What follows belongs to an exercise in optimizing a design on an open flow for small area; a production flow would make more cautious choices. Where RTL was checked, it was by simulation tests only, not by an equivalence proof against the original. Power figures rest on the tool's default switching activity, not on a simulated workload.

==> run a: inputs <==
==> flow/design.v <==
package x86_exec_pkg;
  typedef logic [32-1:0] word_t;
  typedef logic [32-1:0] eflags_t;
  typedef logic [3:0]             ilen_t;
  typedef enum logic [6:0] {
    cmd_nop,
    cmd_add, cmd_adc, cmd_inc, cmd_sub, cmd_sbb, cmd_dec, cmd_cmp,
    cmd_and, cmd_test, cmd_or, cmd_xor, cmd_not,
    cmd_shl, cmd_shr, cmd_rol, cmd_ror,
    cmd_push, cmd_pop, cmd_callr, cmd_calli, cmd_ret,
    cmd_loop, cmd_loope, cmd_loopne,
    cmd_mov, cmd_lea, cmd_movsx, cmd_movzx, cmd_xchg,
    cmd_stc, cmd_clc, cmd_std, cmd_cld, cmd_lahf, cmd_sahf,
    cmd_jmp, cmd_jz, cmd_jnz, cmd_jecxz
  } cmd_e;
  typedef struct packed {
    logic df;
    logic af;
    logic cf;
    logic pf;
    logic zf;
    logic sf;
    logic of;
  } status_t;
  typedef enum logic [3:0] {
    alu_add, alu_sub, alu_and, alu_or, alu_xor,
    alu_shl, alu_shr, alu_rol, alu_ror, alu_none
  } alu_op_e;
  typedef struct packed {
    alu_op_e op;
    logic    src_inv;      
    logic    use_carry;    
    logic    keep_cf;      
    logic    no_flags;     
    logic    clear_cf_of;  
  } alu_cntl_t;
  typedef struct packed {
    cmd_e  opc;
    word_t opnd0;
    word_t opnd1;
    word_t opnd2;
    ilen_t instr_len;
    logic  ecx_is_zero;
  } exec_req_t;
  typedef struct packed {
    word_t   opnd0_w;
    word_t   opnd1_w;
    eflags_t eflags;
    word_t   next_eip;
  } exec_res_t;
endpackage
`timescale 1ns/100ps
module x86_exec_top (
  input  logic                    clk,
  input  logic                    arst_n,
  input  logic                    instr_valid,
  input  x86_exec_pkg::exec_req_t req,
  output logic                    res_valid,
  output x86_exec_pkg::exec_res_t res,
  output x86_exec_pkg::eflags_t   eflags,
  output x86_exec_pkg::word_t     eip
);
  logic [6:0]  opc;
  logic [31:0] a, b, c;
  logic [3:0]  ilen;
  logic        ecxz;
  assign opc  = req[107:101];
  assign a    = req[100:69];
  assign b    = req[68:37];
  assign c    = req[36:5];
  assign ilen = req[4:1];
  assign ecxz = req[0];
  logic        started;              
  logic        f_cf, f_pf, f_af, f_zf, f_sf, f_df, f_of;
  logic [31:0] r_eip;                
  logic [31:0] r_op0, r_op1;
  logic o_add, o_adc, o_inc, o_sub, o_sbb, o_dec, o_cmp;
  logic o_and, o_test, o_or, o_xor, o_not;
  logic o_shl, o_shr, o_rol, o_ror;
  logic o_push, o_pop, o_callr, o_calli, o_ret, o_loop, o_loope, o_loopne;
  logic o_mov, o_lea, o_movsx, o_movzx, o_xchg;
  logic o_stc, o_clc, o_std, o_cld, o_lahf, o_sahf;
  logic o_jmp, o_jz, o_jnz, o_jecxz;
  assign o_add    = opc == 7'd1;
  assign o_adc    = opc == 7'd2;
  assign o_inc    = opc == 7'd3;
  assign o_sub    = opc == 7'd4;
  assign o_sbb    = opc == 7'd5;
  assign o_dec    = opc == 7'd6;
  assign o_cmp    = opc == 7'd7;
  assign o_and    = opc == 7'd8;
  assign o_test   = opc == 7'd9;
  assign o_or     = opc == 7'd10;
  assign o_xor    = opc == 7'd11;
  assign o_not    = opc == 7'd12;
  assign o_shl    = opc == 7'd13;
  assign o_shr    = opc == 7'd14;
  assign o_rol    = opc == 7'd15;
  assign o_ror    = opc == 7'd16;
  assign o_push   = opc == 7'd17;
  assign o_pop    = opc == 7'd18;
  assign o_callr  = opc == 7'd19;
  assign o_calli  = opc == 7'd20;
  assign o_ret    = opc == 7'd21;
  assign o_loop   = opc == 7'd22;
  assign o_loope  = opc == 7'd23;
  assign o_loopne = opc == 7'd24;
  assign o_mov    = opc == 7'd25;
  assign o_lea    = opc == 7'd26;
  assign o_movsx  = opc == 7'd27;
  assign o_movzx  = opc == 7'd28;
  assign o_xchg   = opc == 7'd29;
  assign o_stc    = opc == 7'd30;
  assign o_clc    = opc == 7'd31;
  assign o_std    = opc == 7'd32;
  assign o_cld    = opc == 7'd33;
  assign o_lahf   = opc == 7'd34;
  assign o_sahf   = opc == 7'd35;
  assign o_jmp    = opc == 7'd36;
  assign o_jz     = opc == 7'd37;
  assign o_jnz    = opc == 7'd38;
  assign o_jecxz  = opc == 7'd39;
  logic is_loop, adj_sub, adj_add, is_adj;
  logic ar_add, ar_sub, is_arith, is_logic, is_shift;
  logic a_from_b, a_ext, m_xor, m_and, m_or;
  assign is_loop  = o_loop | o_loope | o_loopne;
  assign adj_sub  = o_push | o_callr | o_calli | is_loop;
  assign adj_add  = o_pop | o_ret;
  assign is_adj   = adj_sub | adj_add;
  assign ar_add   = o_add | o_adc | o_inc;
  assign ar_sub   = o_sub | o_sbb | o_dec | o_cmp;
  assign is_arith = ar_add | ar_sub;
  assign is_logic = o_and | o_test | o_or | o_xor;
  assign is_shift = o_shl | o_shr | o_rol | o_ror;
  assign a_from_b = is_adj | o_mov | o_lea | o_xchg;
  assign a_ext    = o_movsx | o_movzx;
  assign m_xor    = o_xor | o_not;
  assign m_and    = o_and | o_test;
  assign m_or     = o_or;
  logic [31:0] opa, opb, sum, al;
  logic [32:0] cy;   
  logic        b_is_b, b_is_c, b_inv, cin;
  assign b_is_b = is_arith & ~(o_inc | o_dec) | is_logic;
  assign b_is_c = is_adj;
  assign b_inv  = ar_sub | adj_sub | o_not;
  assign cin    = (o_adc & f_cf) | (o_sub | o_cmp) | (o_sbb & ~f_cf) | o_inc | adj_sub;
  always_comb begin
    for (int i = 0; i < 32; i++) begin
      if (i < 8)
        opa[i] = (a[i] & ~(a_from_b | a_ext)) | (b[i] & (a_from_b | a_ext));
      else
        opa[i] = (a[i] & ~(a_from_b | a_ext)) | (b[i] & a_from_b) | (b[7] & o_movsx);
      opb[i] = ((b[i] & b_is_b) | (c[i] & b_is_c)) ^ b_inv;
    end
  end
  logic        kc;
  logic [31:0] cg, fs, fc, pp, fin;
  logic [4:0]  bc;                   
  logic [3:0]  bp;
  assign kc = ~(m_xor | m_and | m_or);
  always_comb begin
    for (int i = 0; i < 32; i++) begin
      if (i == 0)             cg[i] = cin;
      else if (i % 8 == 0)    cg[i] = 1'b0;
      else                    cg[i] = fc[i-1] & kc;
      fs[i] = opa[i] ^ opb[i] ^ cg[i];
      fc[i] = (opa[i] & opb[i]) | (opa[i] & cg[i]) | (opb[i] & cg[i]);
      if (i % 8 == 0) pp[i] = 1'b1;
      else            pp[i] = pp[i-1] & fs[i-1];
    end
    for (int k = 0; k < 4; k++) bp[k] = pp[8*k+7] & fs[8*k+7];
    bc[0] = 1'b0;
    bc[1] = fc[7] & kc;
    for (int k = 1; k < 4; k++)
      bc[k+1] = (fc[8*k+7] | (bc[k] & bp[k])) & (kc | (k == 3));
    for (int i = 0; i < 32; i++)
      fin[i] = fs[i] ^ (bc[i/8] & pp[i]);
  end
  assign sum = fin;
  assign cy[32] = bc[4];
  assign cy[4]  = fc[3];
  always_comb begin
    if (m_and)      al = fc;
    else if (m_or)  al = fin | fc;
    else            al = fin;
  end
  logic [4:0]  n, m;
  logic [31:0] r0, r1, r2, r3, r4, rot, thr, mask, sh;
  logic        sh_right, sh_left, n_nz;
  assign n        = b[4:0];
  assign n_nz     = |n;
  assign sh_right = o_shr | o_ror;
  assign sh_left  = o_shl | o_rol;
  assign m        = is_shift ? (sh_right ? (5'd0 - n) : n) : 5'd0;
  assign r0  = m[0] ? {a[30:0],  a[31]}     : a;
  assign r1  = m[1] ? {r0[29:0], r0[31:30]} : r0;
  assign r2  = m[2] ? {r1[27:0], r1[31:28]} : r1;
  assign r3  = m[3] ? {r2[23:0], r2[31:24]} : r2;
  assign r4  = m[4] ? {r3[15:0], r3[31:16]} : r3;
  assign rot = r4;
  always_comb begin
    for (int i = 0; i < 32; i++) begin
      thr[i] = (5'(i) >= n);
      mask[i] = ~(o_shl | o_shr) | (o_shl & thr[i]) | (o_shr & thr[31-i]);
    end
  end
  assign sh = rot & mask;
  logic        r_zf, r_sf, r_pf, nz;
  logic        c_cf, c_af, c_of;
  assign nz   = |al;
  assign r_zf = is_shift ? ~|sh : ~nz;
  assign r_sf = is_shift ? sh[31] : al[31];
  assign r_pf = is_shift ? ~^sh[7:0] : ~^al[7:0];
  assign c_cf = cy[32] ^ ar_sub;
  assign c_af = cy[4] ^ ar_sub;
  assign c_of = (opa[31] ~^ opb[31]) & (fin[31] ^ opa[31]);
  logic n_cf, n_pf, n_af, n_zf, n_sf, n_df, n_of;
  always_comb begin
    n_cf = f_cf; n_pf = f_pf; n_af = f_af; n_zf = f_zf;
    n_sf = f_sf; n_df = f_df; n_of = f_of;
    if (is_arith) begin
      if (!(o_inc | o_dec)) n_cf = c_cf;
      n_af = c_af;
      n_of = c_of;
      n_zf = r_zf; n_sf = r_sf; n_pf = r_pf;
    end
    if (is_logic) begin
      n_cf = 1'b0; n_af = 1'b0; n_of = 1'b0;
      n_zf = r_zf; n_sf = r_sf; n_pf = r_pf;
    end
    if (is_shift && n_nz) begin
      n_cf = sh_left ? rot[0] : rot[31];
      if (o_shl | o_shr) begin
        n_zf = r_zf; n_sf = r_sf; n_pf = r_pf;
      end
    end
    if (o_stc) n_cf = 1'b1;
    if (o_clc) n_cf = 1'b0;
    if (o_std) n_df = 1'b1;
    if (o_cld) n_df = 1'b0;
    if (o_sahf) begin
      n_sf = a[15]; n_zf = a[14]; n_af = a[12]; n_pf = a[10]; n_cf = a[8];
    end
  end
  logic [31:0] w0, w1;
  logic        w0_al;
  assign w0_al = is_arith & ~o_cmp | o_and | o_or | o_xor | o_not |
                 o_mov | o_lea | a_ext | o_xchg;
  always_comb begin
    w0 = w0_al ? al : sh;
    if (o_lahf) w0[15:8] = {f_sf, f_zf, 1'b0, f_af, 1'b0, f_pf, 1'b1, f_cf};
  end
  assign w1 = is_adj ? sum : (o_xchg ? a : b);
  logic        taken;
  logic [31:0] eip_cur, eip_in, eip_nxt;
  logic [3:0]  len_v;
  always_comb begin
    taken = o_jmp | o_callr | o_calli | o_ret |
            (o_jz & f_zf) | (o_jnz & ~f_zf) | (o_jecxz & ecxz) |
            (o_loop & nz) | (o_loope & nz & f_zf) | (o_loopne & nz & ~f_zf);
  end
  assign eip_cur = {r_eip[31:13], r_eip[12] | ~started, r_eip[11:0]};
  assign eip_in  = {r_eip[31:13], r_eip[12] | (~started & instr_valid), r_eip[11:0]};
  assign len_v   = ilen & {4{instr_valid}};
  logic [32:0] ec;
  logic [31:0] es;
  always_comb begin
    ec[0] = 1'b0;
    for (int i = 0; i < 32; i++) begin
      if (i < 4) begin
        es[i]   = eip_in[i] ^ len_v[i] ^ ec[i];
        ec[i+1] = (eip_in[i] & len_v[i]) | (eip_in[i] & ec[i]) | (len_v[i] & ec[i]);
      end else begin
        es[i]   = eip_in[i] ^ ec[i];
        ec[i+1] = eip_in[i] & ec[i];
      end
    end
  end
  assign eip_nxt = (taken & instr_valid) ? a : es;
  always_ff @(posedge clk or negedge arst_n) begin
    if (!arst_n) begin
      res_valid <= 1'b0;
      started   <= 1'b0;
      r_eip     <= '0;
    end else begin
      res_valid <= instr_valid;
      started   <= started | instr_valid;
      r_eip     <= eip_nxt;
    end
  end
  always_ff @(posedge clk or negedge arst_n) begin
    if (!arst_n) begin
      f_cf <= 1'b0; f_pf <= 1'b0; f_af <= 1'b0; f_zf <= 1'b0;
      f_sf <= 1'b0; f_df <= 1'b0; f_of <= 1'b0;
      r_op0 <= '0;
      r_op1 <= '0;
    end else if (instr_valid) begin
      f_cf <= n_cf; f_pf <= n_pf; f_af <= n_af; f_zf <= n_zf;
      f_sf <= n_sf; f_df <= n_df; f_of <= n_of;
      r_op0 <= w0;
      r_op1 <= w1;
    end
  end
  logic [31:0] fl;
  assign fl = {20'd0, f_of, f_df, 2'b00, f_sf, f_zf, 1'b0, f_af, 1'b0, f_pf, 1'b1, f_cf};
  assign eflags = fl;
  assign eip    = eip_cur;
  assign res    = {r_op0, r_op1, fl[31:2], started, fl[0], r_eip};
endmodule
==> flow/flow/run.sh <==
#!/bin/bash
# Standard layout with two changes: the smallest buffer on every port, and
# an area-oriented ABC script for the combinational logic in synthesis
# (registers, flattening and renaming exactly as the standard synthesis).
set -e
here=$(pwd)
export BUFFER_PORTS_ARGS="-buffer_cell sky130_fd_sc_hd__buf_1"
export SKIP_REPAIR_TIE_FANOUT=1
export MY_ABC_SCRIPT="$here/flow/abc_small.script"
sed 's|log_cmd abc {\*}$abc_args|log_cmd abc {*}[lreplace $abc_args 1 1 $::env(MY_ABC_SCRIPT)]|' \
  "$FLOW_HOME/scripts/synth.tcl" > "$here/synth_small.tcl"
grep -q 'MY_ABC_SCRIPT' "$here/synth_small.tcl"
sed "s|source \$::env(SCRIPTS_DIR)/synth.tcl|source $here/synth_small.tcl|" \
  "$here/synth_recipe.tcl" > "$here/synth_recipe_small.tcl"
grep -q 'synth_small.tcl' "$here/synth_recipe_small.tcl"
bash standard.sh SYNTH_SCRIPT="$here/synth_recipe_small.tcl" finish > standard.log 2>&1
==> flow/flow/abc_small.script <==
strash
balance -l
rewrite -l
refactor -l
balance -l
rewrite -l
rewrite -z -l
balance -l
refactor -z -l
rewrite -z -l
balance -l
&get -n
&st
&dch
&nf -R 1000
&put
topo
buffer -c
upsize -c
dnsize -c
==> flow/standard.sh <==
#!/bin/bash
# synth_recipe.tcl (not shown) runs the flow's synth.tcl, then flattens the netlist and writes it again
# the make line also repeats each setting of config.mk as NAME=value (left out here)
make -C /OpenROAD-flow-scripts/flow DESIGN_CONFIG=/design/flow/config.mk WORK_HOME=/design/flow/orfs CLKGATE_MAP_FILE= SYNTH_SCRIPT=/design/flow/synth_recipe.tcl "${@:-finish}"
==> flow/config.mk <==
export PLATFORM = sky130hd
export DESIGN_NAME = x86_exec_top
export DESIGN_NICKNAME = x86_exec_top
export VERILOG_FILES = /design/flow/design.v
export SDC_FILE = /design/flow/constraint.sdc
export NUM_CORES = 4
export LEC_CHECK = 0
export ABC_AREA = 1
export CAP_MARGIN = 20
export CORE_MARGIN = 2
export CORE_UTILIZATION = 55
export SLEW_MARGIN = 20
==> flow/constraint.sdc <==
create_clock -name core_clock -period 12.0 [get_ports {clk}]
set_input_delay 2.4000 -clock core_clock [delete_from_list [all_inputs] [get_ports {clk}]]
set_output_delay 2.4000 -clock core_clock [all_outputs]
set_load 0.01 [all_outputs]
==> run b (differences from run a) <==
--- a/flow/design.v
+++ b/flow/design.v
@@ -123,5 +123,4 @@
   logic is_loop, adj_sub, adj_add, is_adj;
   logic ar_add, ar_sub, is_arith, is_logic, is_shift;
-  logic a_from_b, a_ext, m_xor, m_and, m_or;
   assign is_loop  = o_loop | o_loope | o_loopne;
   assign adj_sub  = o_push | o_callr | o_calli | is_loop;
@@ -133,30 +132,34 @@
   assign is_logic = o_and | o_test | o_or | o_xor;
   assign is_shift = o_shl | o_shr | o_rol | o_ror;
-  assign a_from_b = is_adj | o_mov | o_lea | o_xchg;
-  assign a_ext    = o_movsx | o_movzx;
-  assign m_xor    = o_xor | o_not;
-  assign m_and    = o_and | o_test;
-  assign m_or     = o_or;
   logic [31:0] opa, opb, sum, al;
   logic [32:0] cy;   
   logic        b_is_b, b_is_c, b_inv, cin;
-  assign b_is_b = is_arith & ~(o_inc | o_dec) | is_logic;
-  assign b_is_c = is_adj;
-  assign b_inv  = ar_sub | adj_sub | o_not;
-  assign cin    = (o_adc & f_cf) | (o_sub | o_cmp) | (o_sbb & ~f_cf) | o_inc | adj_sub;
+  logic [3:0] x;
+  logic       hi, hi_b, sx, kc, m_and, m_or, cin_lo;
+  assign hi = opc[4];
+  assign x  = opc[3:0];
+  assign hi_b   = hi & ~(x == 4'd11 | x == 4'd12);
+  assign sx     = hi & (x == 4'd11);
+  assign b_is_b = ~hi & ~(x == 4'd3 | x == 4'd6 | x == 4'd12);
+  assign b_is_c = hi & (~x[3] | x == 4'd8);
+  assign b_inv  = ~hi ? x[2] : (x[3] ? (x == 4'd8) : ((x[2] ^ x[0]) | ~(x[1] ^ x[2])));
+  assign cin_lo = (x == 4'd2) ? f_cf : (x == 4'd5) ? ~f_cf : (x == 4'd3 | x == 4'd4 | x == 4'd7);
+  assign cin    = hi ? b_inv : cin_lo;
+  assign kc     = hi | ~x[3];
+  assign m_and  = ~hi & x[3] & ~x[2] & ~x[1];
+  assign m_or   = ~hi & (x == 4'd10);
   always_comb begin
     for (int i = 0; i < 32; i++) begin
       if (i < 8)
-        opa[i] = (a[i] & ~(a_from_b | a_ext)) | (b[i] & (a_from_b | a_ext));
+        opa[i] = hi ? b[i] : a[i];
       else
-        opa[i] = (a[i] & ~(a_from_b | a_ext)) | (b[i] & a_from_b) | (b[7] & o_movsx);
+        opa[i] = (a[i] & ~hi) | (b[i] & hi_b) | (b[7] & sx);
       opb[i] = ((b[i] & b_is_b) | (c[i] & b_is_c)) ^ b_inv;
     end
   end
-  logic        kc;
   logic [31:0] cg, fs, fc, pp, fin;
   logic [4:0]  bc;                   
   logic [3:0]  bp;
-  assign kc = ~(m_xor | m_and | m_or);
+  logic        sum_z;
   always_comb begin
     for (int i = 0; i < 32; i++) begin
@@ -170,4 +173,6 @@
     end
     for (int k = 0; k < 4; k++) bp[k] = pp[8*k+7] & fs[8*k+7];
+    sum_z = 1'b1;
+    for (int k = 0; k < 4; k++) sum_z &= bc[k] ? bp[k] : ~|fs[8*k +: 8];
     bc[0] = 1'b0;
     bc[1] = fc[7] & kc;
@@ -212,6 +217,6 @@
   assign r_sf = is_shift ? sh[31] : al[31];
   assign r_pf = is_shift ? ~^sh[7:0] : ~^al[7:0];
-  assign c_cf = cy[32] ^ ar_sub;
-  assign c_af = cy[4] ^ ar_sub;
+  assign c_cf = cy[32] ^ x[2];
+  assign c_af = cy[4] ^ x[2];
   assign c_of = (opa[31] ~^ opb[31]) & (fin[31] ^ opa[31]);
   logic n_cf, n_pf, n_af, n_zf, n_sf, n_df, n_of;
@@ -246,5 +251,5 @@
   logic        w0_al;
   assign w0_al = is_arith & ~o_cmp | o_and | o_or | o_xor | o_not |
-                 o_mov | o_lea | a_ext | o_xchg;
+                 o_mov | o_lea | o_movsx | o_movzx | o_xchg;
   always_comb begin
     w0 = w0_al ? al : sh;
@@ -258,5 +263,5 @@
     taken = o_jmp | o_callr | o_calli | o_ret |
             (o_jz & f_zf) | (o_jnz & ~f_zf) | (o_jecxz & ecxz) |
-            (o_loop & nz) | (o_loope & nz & f_zf) | (o_loopne & nz & ~f_zf);
+            (o_loop & ~sum_z) | (o_loope & ~sum_z & f_zf) | (o_loopne & ~sum_z & ~f_zf);
   end
   assign eip_cur = {r_eip[31:13], r_eip[12] | ~started, r_eip[11:0]};
==> flow/flow/abc_small.script (replaced) <==
strash
balance
rewrite
refactor
balance
rewrite
rewrite -z
balance
refactor -z
rewrite -z
balance
&get -n
&st
&dch
&nf -R 1000
&put
topo
buffer -c
dnsize -c
- CORE_UTILIZATION: 55 -> 75
==> run c (differences from run a) <==
--- a/flow/design.v
+++ b/flow/design.v
@@ -123,5 +123,4 @@
   logic is_loop, adj_sub, adj_add, is_adj;
   logic ar_add, ar_sub, is_arith, is_logic, is_shift;
-  logic a_from_b, a_ext, m_xor, m_and, m_or;
   assign is_loop  = o_loop | o_loope | o_loopne;
   assign adj_sub  = o_push | o_callr | o_calli | is_loop;
@@ -133,30 +132,34 @@
   assign is_logic = o_and | o_test | o_or | o_xor;
   assign is_shift = o_shl | o_shr | o_rol | o_ror;
-  assign a_from_b = is_adj | o_mov | o_lea | o_xchg;
-  assign a_ext    = o_movsx | o_movzx;
-  assign m_xor    = o_xor | o_not;
-  assign m_and    = o_and | o_test;
-  assign m_or     = o_or;
   logic [31:0] opa, opb, sum, al;
   logic [32:0] cy;   
   logic        b_is_b, b_is_c, b_inv, cin;
-  assign b_is_b = is_arith & ~(o_inc | o_dec) | is_logic;
-  assign b_is_c = is_adj;
-  assign b_inv  = ar_sub | adj_sub | o_not;
-  assign cin    = (o_adc & f_cf) | (o_sub | o_cmp) | (o_sbb & ~f_cf) | o_inc | adj_sub;
+  logic [3:0] x;
+  logic       hi, hi_b, sx, kc, m_and, m_or, cin_lo;
+  assign hi = opc[4];
+  assign x  = opc[3:0];
+  assign hi_b   = hi & ~(x == 4'd11 | x == 4'd12);
+  assign sx     = hi & (x == 4'd11);
+  assign b_is_b = ~hi & ~(x == 4'd3 | x == 4'd6 | x == 4'd12);
+  assign b_is_c = hi & (~x[3] | x == 4'd8);
+  assign b_inv  = ~hi ? x[2] : (x[3] ? (x == 4'd8) : ((x[2] ^ x[0]) | ~(x[1] ^ x[2])));
+  assign cin_lo = (x == 4'd2) ? f_cf : (x == 4'd5) ? ~f_cf : (x == 4'd3 | x == 4'd4 | x == 4'd7);
+  assign cin    = hi ? b_inv : cin_lo;
+  assign kc     = hi | ~x[3];
+  assign m_and  = ~hi & x[3] & ~x[2] & ~x[1];
+  assign m_or   = ~hi & (x == 4'd10);
   always_comb begin
     for (int i = 0; i < 32; i++) begin
       if (i < 8)
-        opa[i] = (a[i] & ~(a_from_b | a_ext)) | (b[i] & (a_from_b | a_ext));
+        opa[i] = hi ? b[i] : a[i];
       else
-        opa[i] = (a[i] & ~(a_from_b | a_ext)) | (b[i] & a_from_b) | (b[7] & o_movsx);
+        opa[i] = (a[i] & ~hi) | (b[i] & hi_b) | (b[7] & sx);
       opb[i] = ((b[i] & b_is_b) | (c[i] & b_is_c)) ^ b_inv;
     end
   end
-  logic        kc;
   logic [31:0] cg, fs, fc, pp, fin;
   logic [4:0]  bc;                   
   logic [3:0]  bp;
-  assign kc = ~(m_xor | m_and | m_or);
+  logic        sum_z;
   always_comb begin
     for (int i = 0; i < 32; i++) begin
@@ -170,4 +173,6 @@
     end
     for (int k = 0; k < 4; k++) bp[k] = pp[8*k+7] & fs[8*k+7];
+    sum_z = 1'b1;
+    for (int k = 0; k < 4; k++) sum_z &= bc[k] ? bp[k] : ~|fs[8*k +: 8];
     bc[0] = 1'b0;
     bc[1] = fc[7] & kc;
@@ -212,6 +217,6 @@
   assign r_sf = is_shift ? sh[31] : al[31];
   assign r_pf = is_shift ? ~^sh[7:0] : ~^al[7:0];
-  assign c_cf = cy[32] ^ ar_sub;
-  assign c_af = cy[4] ^ ar_sub;
+  assign c_cf = cy[32] ^ x[2];
+  assign c_af = cy[4] ^ x[2];
   assign c_of = (opa[31] ~^ opb[31]) & (fin[31] ^ opa[31]);
   logic n_cf, n_pf, n_af, n_zf, n_sf, n_df, n_of;
@@ -246,5 +251,5 @@
   logic        w0_al;
   assign w0_al = is_arith & ~o_cmp | o_and | o_or | o_xor | o_not |
-                 o_mov | o_lea | a_ext | o_xchg;
+                 o_mov | o_lea | o_movsx | o_movzx | o_xchg;
   always_comb begin
     w0 = w0_al ? al : sh;
@@ -258,5 +263,5 @@
     taken = o_jmp | o_callr | o_calli | o_ret |
             (o_jz & f_zf) | (o_jnz & ~f_zf) | (o_jecxz & ecxz) |
-            (o_loop & nz) | (o_loope & nz & f_zf) | (o_loopne & nz & ~f_zf);
+            (o_loop & ~sum_z) | (o_loope & ~sum_z & f_zf) | (o_loopne & ~sum_z & ~f_zf);
   end
   assign eip_cur = {r_eip[31:13], r_eip[12] | ~started, r_eip[11:0]};
==> flow/flow/abc_small.script (replaced) <==
strash
balance
rewrite
refactor
balance
rewrite
rewrite -z
balance
refactor -z
rewrite -z
balance
&get -n
&st
&dch
&nf -R 1000
&put
topo
buffer -c
dnsize -c
- CORE_UTILIZATION: 55 -> 65
==> run d (differences from run a) <==
--- a/flow/design.v
+++ b/flow/design.v
@@ -157,5 +157,4 @@
   logic [31:0] cg, fs, fc, pp, fin;
   logic [4:0]  bc;                   
-  logic [3:0]  bp;
   assign kc = ~(m_xor | m_and | m_or);
   always_comb begin
@@ -169,9 +168,8 @@
       else            pp[i] = pp[i-1] & fs[i-1];
     end
-    for (int k = 0; k < 4; k++) bp[k] = pp[8*k+7] & fs[8*k+7];
     bc[0] = 1'b0;
     bc[1] = fc[7] & kc;
     for (int k = 1; k < 4; k++)
-      bc[k+1] = (fc[8*k+7] | (bc[k] & bp[k])) & (kc | (k == 3));
+      bc[k+1] = (fc[8*k+7] | (bc[k] & pp[8*k+7] & fs[8*k+7])) & (kc | (k == 3));
     for (int i = 0; i < 32; i++)
       fin[i] = fs[i] ^ (bc[i/8] & pp[i]);
==> flow/flow/run.sh (replaced) <==
#!/bin/bash
# Standard layout, with the smallest buffer on every port
export BUFFER_PORTS_ARGS="-buffer_cell sky130_fd_sc_hd__buf_1"
bash standard.sh > standard.log 2>&1
removed: flow/flow/abc_small.script
==> qor summary <==
| quantity | run c | run a | run d | run b |
|---|---|---|---|---|
| Total net switching power | 804 uW | 676 uW | 747 uW | 820 uW |
| Post-synth design cell area | 11500 sq um | 11700 sq um | 12400 sq um | 11500 sq um |
| Top cell type's share of synthesized area | 22.8% | 22.5% | 21.1% | 22.8% |
| Initial cell density of the core | 66.7% | 55.8% | 55.5% | 76.5% |
| Internal power of the cells | 911 uW | 877 uW | 834 uW | 910 uW |
| Routed length on met1 | 16800 microns | 17800 microns | 20100 microns | 15400 microns |
| Synth-to-layout area growth | 7.02% | 11.9% | 7.46% | 6.37% |
| Total power divided by cell area | 139 nW/um^2 | 119 nW/um^2 | 118 nW/um^2 | 141 nW/um^2 |
| Post-route clock period utilization | 93.8% | 95.8% | 94.7% | 96.3% |
| Data required, critical path | 12.30 ns | 12.25 ns | 12.30 ns | 12.30 ns |
| Number of global-route vias before repair | 11100 | 10700 | 12700 | 11600 |
| Status | finished clean | finished clean | finished clean | finished clean |
| Number of cells after detailed placement | 1750 | 1790 | 2271 | 1708 |
| Combinational power | 893 uW | 741 uW | 747 uW | 911 uW |
| Power share of the combinational group | 52.0% | 47.7% | 47.2% | 52.6% |
| Portion of total power attributed to the clock network | 18.4% | 20.7% | 21.1% | 17.6% |
| Buffers and inverters on the worst path | 1 | 4 | 15 | 2 |
| Largest incremental delay on the critical path | 0.45 ns | 0.43 ns | 0.47 ns | 0.47 ns |
No functional check of the RTL was part of run a and run d.

## what the ideal ports hide
The results above use ideal ports. As a check the final layouts listed here were re-extracted and re-timed, cells and wires unchanged.
Step 1 assumes that a clkbuf_16 drives the clock port and a buf_2 every other input.
Step 2 adds t to the input delays and takes it off the output delays; t is the mean of the earliest and latest rising clock arrival at the registers after step 1. Input paths then give back, and output paths get back, about the clock's delay inside the block.
Slacks: ideal ports / drivers / drivers and shift; pairs: ideal ports / drivers.
run	shift t [ns]	setup slack, ns	clock arrival spread, ns	pins driven straight from the clock port
run a	0.418	0.509 / 0.537 / 0.119	0.018 / 0.018	1
run b	0.420	0.440 / 0.433 / 0.013	0.012 / 0.011	1
run c	0.413	0.750 / 0.744 / 0.331	0.018 / 0.018	1
run d	0.425	0.635 / 0.614 / 0.188	0.019 / 0.019	1
After both steps setup and hold are still met in every run listed. For run d, which loses most, drivers alone change the setup slack by -0.021 ns; drivers and shift together by -0.447 ns.
